Context: an optimization exercise on an open-source flow, tuned for small area and a short achievable clock period. The choices shown serve that exercise and are no tape-out recipe.
Only simulation tests tie the RTL to the original design; equivalence was not proved.
Power figures rest on the tool's default switching activity, not on a simulated workload.

run 1:
## block_data_memory
module block_data_memory #(
    parameter int LATENCY    = 5,
    parameter int ADDR_WIDTH = 6,
    parameter int DATA_WIDTH = 32
) (
    input  logic                  CLOCK,
    input  logic                  RESET_N,
    input  logic                  READ,
    input  logic                  WRITE,
    input  logic [ADDR_WIDTH-1:0] ADDRESS,
    input  logic [DATA_WIDTH-1:0] WRITEDATA,
    output logic [DATA_WIDTH-1:0] READDATA,
    output logic                  BUSYWAIT
);
    localparam int RB   = 2;                       
    localparam int RL   = 1 << RB;                 
    localparam int NR   = 1 << (ADDR_WIDTH - RB);  
    localparam int NGRP = NR / 3;                  
    logic                       idle_n;       
    logic                       busy_n;       
    logic [LATENCY-1:0]         acc;          
    logic                       start;        
    logic                       fire;         
    logic [RB-1:0]              req_addr;     
    logic [DATA_WIDTH-1:0]      xfer;         
  ...
export LEC_CHECK = 0
export CAP_MARGIN = 20
export CORE_MARGIN = 2
export CORE_UTILIZATION = 70
export SETUP_SLACK_MARGIN = 2.9
export SLEW_MARGIN = 20
export SYNTH_HIERARCHICAL = 1
create_clock -name core_clock -period 5.5 [get_ports {CLOCK}]
standard.sh (not shown) runs the stock make flow with config.mk's settings and CLKGATE_MAP_FILE= SYNTH_SCRIPT=/design/flow/synth_recipe.tcl, a recipe that flattens the netlist after the stock synthesis.
==> flow/flow/run.sh <==
#!/bin/bash
# The standard layout (standard.sh, all steps), with two changes:
# - clock tree synthesis uses larger sink clusters (27 sinks, 75 um) and no
#   dummy loads, so the tree needs far fewer buffers;
# - the port buffers that placement inserts on every input and output are
#   buf_2 cells rather than the delay cells it picks by default.
# The make output goes to standard.log here; each step's own log is under
# orfs/logs/.
set -euo pipefail
here=$(cd "$(dirname "${BASH_SOURCE[0]}")/.." && pwd)
cd "$here"
export CTS_ARGS="-sink_clustering_enable -repair_clock_nets -dont_use_dummy_load -sink_clustering_size 27 -sink_clustering_max_diameter 75"
export BUFFER_PORTS_ARGS="-buffer_cell sky130_fd_sc_hd__buf_2"
bash ./standard.sh > "$here/standard.log" 2>&1
Here is what was changed in the inputs of run 2 compared with run 1.
Settings: SETUP_SLACK_MARGIN: 2.9 -> 3.1.
==> flow/flow/run.sh <==
#!/bin/bash
# The standard layout (standard.sh, all steps), with one change in clock tree
# synthesis: larger sink clusters (27 sinks, 75 um) and no dummy loads, so the
# tree needs far fewer buffers. The make output goes to standard.log here; each
# step's own log is under orfs/logs/.
set -euo pipefail
here=$(cd "$(dirname "${BASH_SOURCE[0]}")/.." && pwd)
cd "$here"
export CTS_ARGS="-sink_clustering_enable -repair_clock_nets -dont_use_dummy_load -sink_clustering_size 27 -sink_clustering_max_diameter 75"
bash ./standard.sh > "$here/standard.log" 2>&1
### Flow results
Every stage of the flow completed for run 2, and the final layout passed the timing, DRC and antenna checks. Global-route wire length before repair: run 2 and run 1 compared, higher one is run 2. Relative to run 1, routed via count divided by cell count increased by about 1.5% in run 2. Compared with run 1, in run 2 clock-pin slew of the registers on the worst-case setup and hold paths roughly the same, number of antenna violations at the first check in global routing shows a reduction of 1, post-layout total power +0.28 mW, switching part of the total power essentially unchanged. Critical path depth: run 2 lower than run 1.
> inputs changed (run 2 -> run 3)
Settings: changing SETUP_SLACK_MARGIN from 3.1 to 2.9.
==> comparison <==
Against run 2, run 3 reports a worst reg-to-reg path cell count that is higher.
In run 3, the final clock skew came out 3.1 ps below the value in run 2.
Looking at post-route met1 wirelength, run 3 sits 2.0% lower than run 2 does.
There was hardly any difference in CTS clock-pin slew for the worst setup and hold paths between run 3 and run 2.
Compared with run 2, run 3 is the less power-hungry design.
The run showing the greater final period demand of the worst path is run 2.
The switching part of the total on run 3 is in line with that on run 2.
For run 4, these inputs were changed with respect to run 3:
Settings: changing SETUP_SLACK_MARGIN from 2.9 to 2.8.
==> flow/flow/run.sh <==
#!/bin/bash
# The standard layout (standard.sh, all steps), with two changes:
# - clock tree synthesis uses larger sink clusters (27 sinks, 75 um) and no
#   dummy loads, so the tree needs far fewer buffers;
# - the port buffers that placement inserts on every input and output are
#   buf_2 cells rather than the delay cells it picks by default.
# The make output goes to standard.log here; each step's own log is under
# orfs/logs/.
set -euo pipefail
here=$(cd "$(dirname "${BASH_SOURCE[0]}")/.." && pwd)
cd "$here"
export CTS_ARGS="-sink_clustering_enable -repair_clock_nets -dont_use_dummy_load -sink_clustering_size 27 -sink_clustering_max_diameter 75"
export BUFFER_PORTS_ARGS="-buffer_cell sky130_fd_sc_hd__buf_2"
bash ./standard.sh > "$here/standard.log" 2>&1
==> comparison <==
Run 4 did not stop at any stage, and its layout met the timing, DRC and antenna checks.
The number of cell instances on the worst register-to-register path reported for run 4 is smaller than that of run 3 by 1.
Length of routed wiring on met1, run 3 and run 4: higher on run 3
Clock power: run 3 vs run 4 — no meaningful difference
On placed standard-cell area, the lower figure sits with run 4, not run 3.
Run 4 vs. run 3: number of instances in the synthesized netlist flat; weighted congestion at the end of routability-driven global placement now sits higher; first-iteration DRC count decreased by about 5% relative to the old numbers; post-route minimum period up 83 ps.
Run 4 against run 3: final worst-path setup slack now sits lower; routed wire length now sits lower.
Topmost layer with routed signal wires = met5: run 3; topmost layer with routed signal wires = met4: run 4
NOTE overall power after layout run 3->run 4 increased slightly
### run 4 -> run 5
Settings: a change of SETUP_SLACK_MARGIN from 2.8 to 2.9; a change of SLEW_MARGIN from 20 to 10; a change of CAP_MARGIN from 20 to 10.
==> flow/flow/run.sh <==
#!/bin/bash
# The standard layout (standard.sh, all steps), with one change in clock tree
# synthesis: larger sink clusters (27 sinks, 75 um) and no dummy loads, so the
# tree needs far fewer buffers. The make output goes to standard.log here; each
# step's own log is under orfs/logs/.
set -euo pipefail
here=$(cd "$(dirname "${BASH_SOURCE[0]}")/.." && pwd)
cd "$here"
export CTS_ARGS="-sink_clustering_enable -repair_clock_nets -dont_use_dummy_load -sink_clustering_size 27 -sink_clustering_max_diameter 75"
bash ./standard.sh > "$here/standard.log" 2>&1
==> comparison <==
Fraction of the cycle the final worst path needs (lower): run 5
Final worst-path setup slack in run 5 vs run 4: up 89 ps
Final area essentially unchanged between run 5 and run 4.
Power of the combinational group in run 5 is about 2% below run 4.
Changes observed in run 5 relative to run 4: maximum frequency has increased; total power lost 0.17 mW; overall fraction of global-route tracks in use up 1.2 points.
Run 5 vs run 4, switching power went down by about 1.6%.
Compared with run 4, run 5 shows a higher post-cts gate resize count.

what the ideal ports hide:
In the flow no input, the clock included, has a driving cell. The finished layouts below were timed again as built, in two steps.
Step 1, drivers: a clkbuf_16 drives CLOCK and a buf_2 each remaining input, both assumed.
Step 2 also shifts input and output timing later by t, the mid clock arrival at the registers, as if the neighbouring blocks saw the same clock.
a / b / c = ideal / step 1 / step 2; a / b = the first two.
run | t (ns) | setup slack, ns | worst setup path at the end
run 1 | 0.730 | 2.815 / 2.745 / 2.384 | input to register
run 2 | 0.720 | 2.819 / 2.777 / 2.599 | input to register
run 3 | 0.722 | 2.854 / 2.814 / 2.388 | input to register
run 4 | 0.719 | 2.771 / 2.699 / 2.337 | input to register
run 5 | 0.726 | 2.860 / 2.819 / 2.350 | input to register
After both steps setup and hold are still met in every run listed. The setup slack of run 5, which loses most, moves by -0.041 ns with the drivers and by -0.510 ns with both steps.
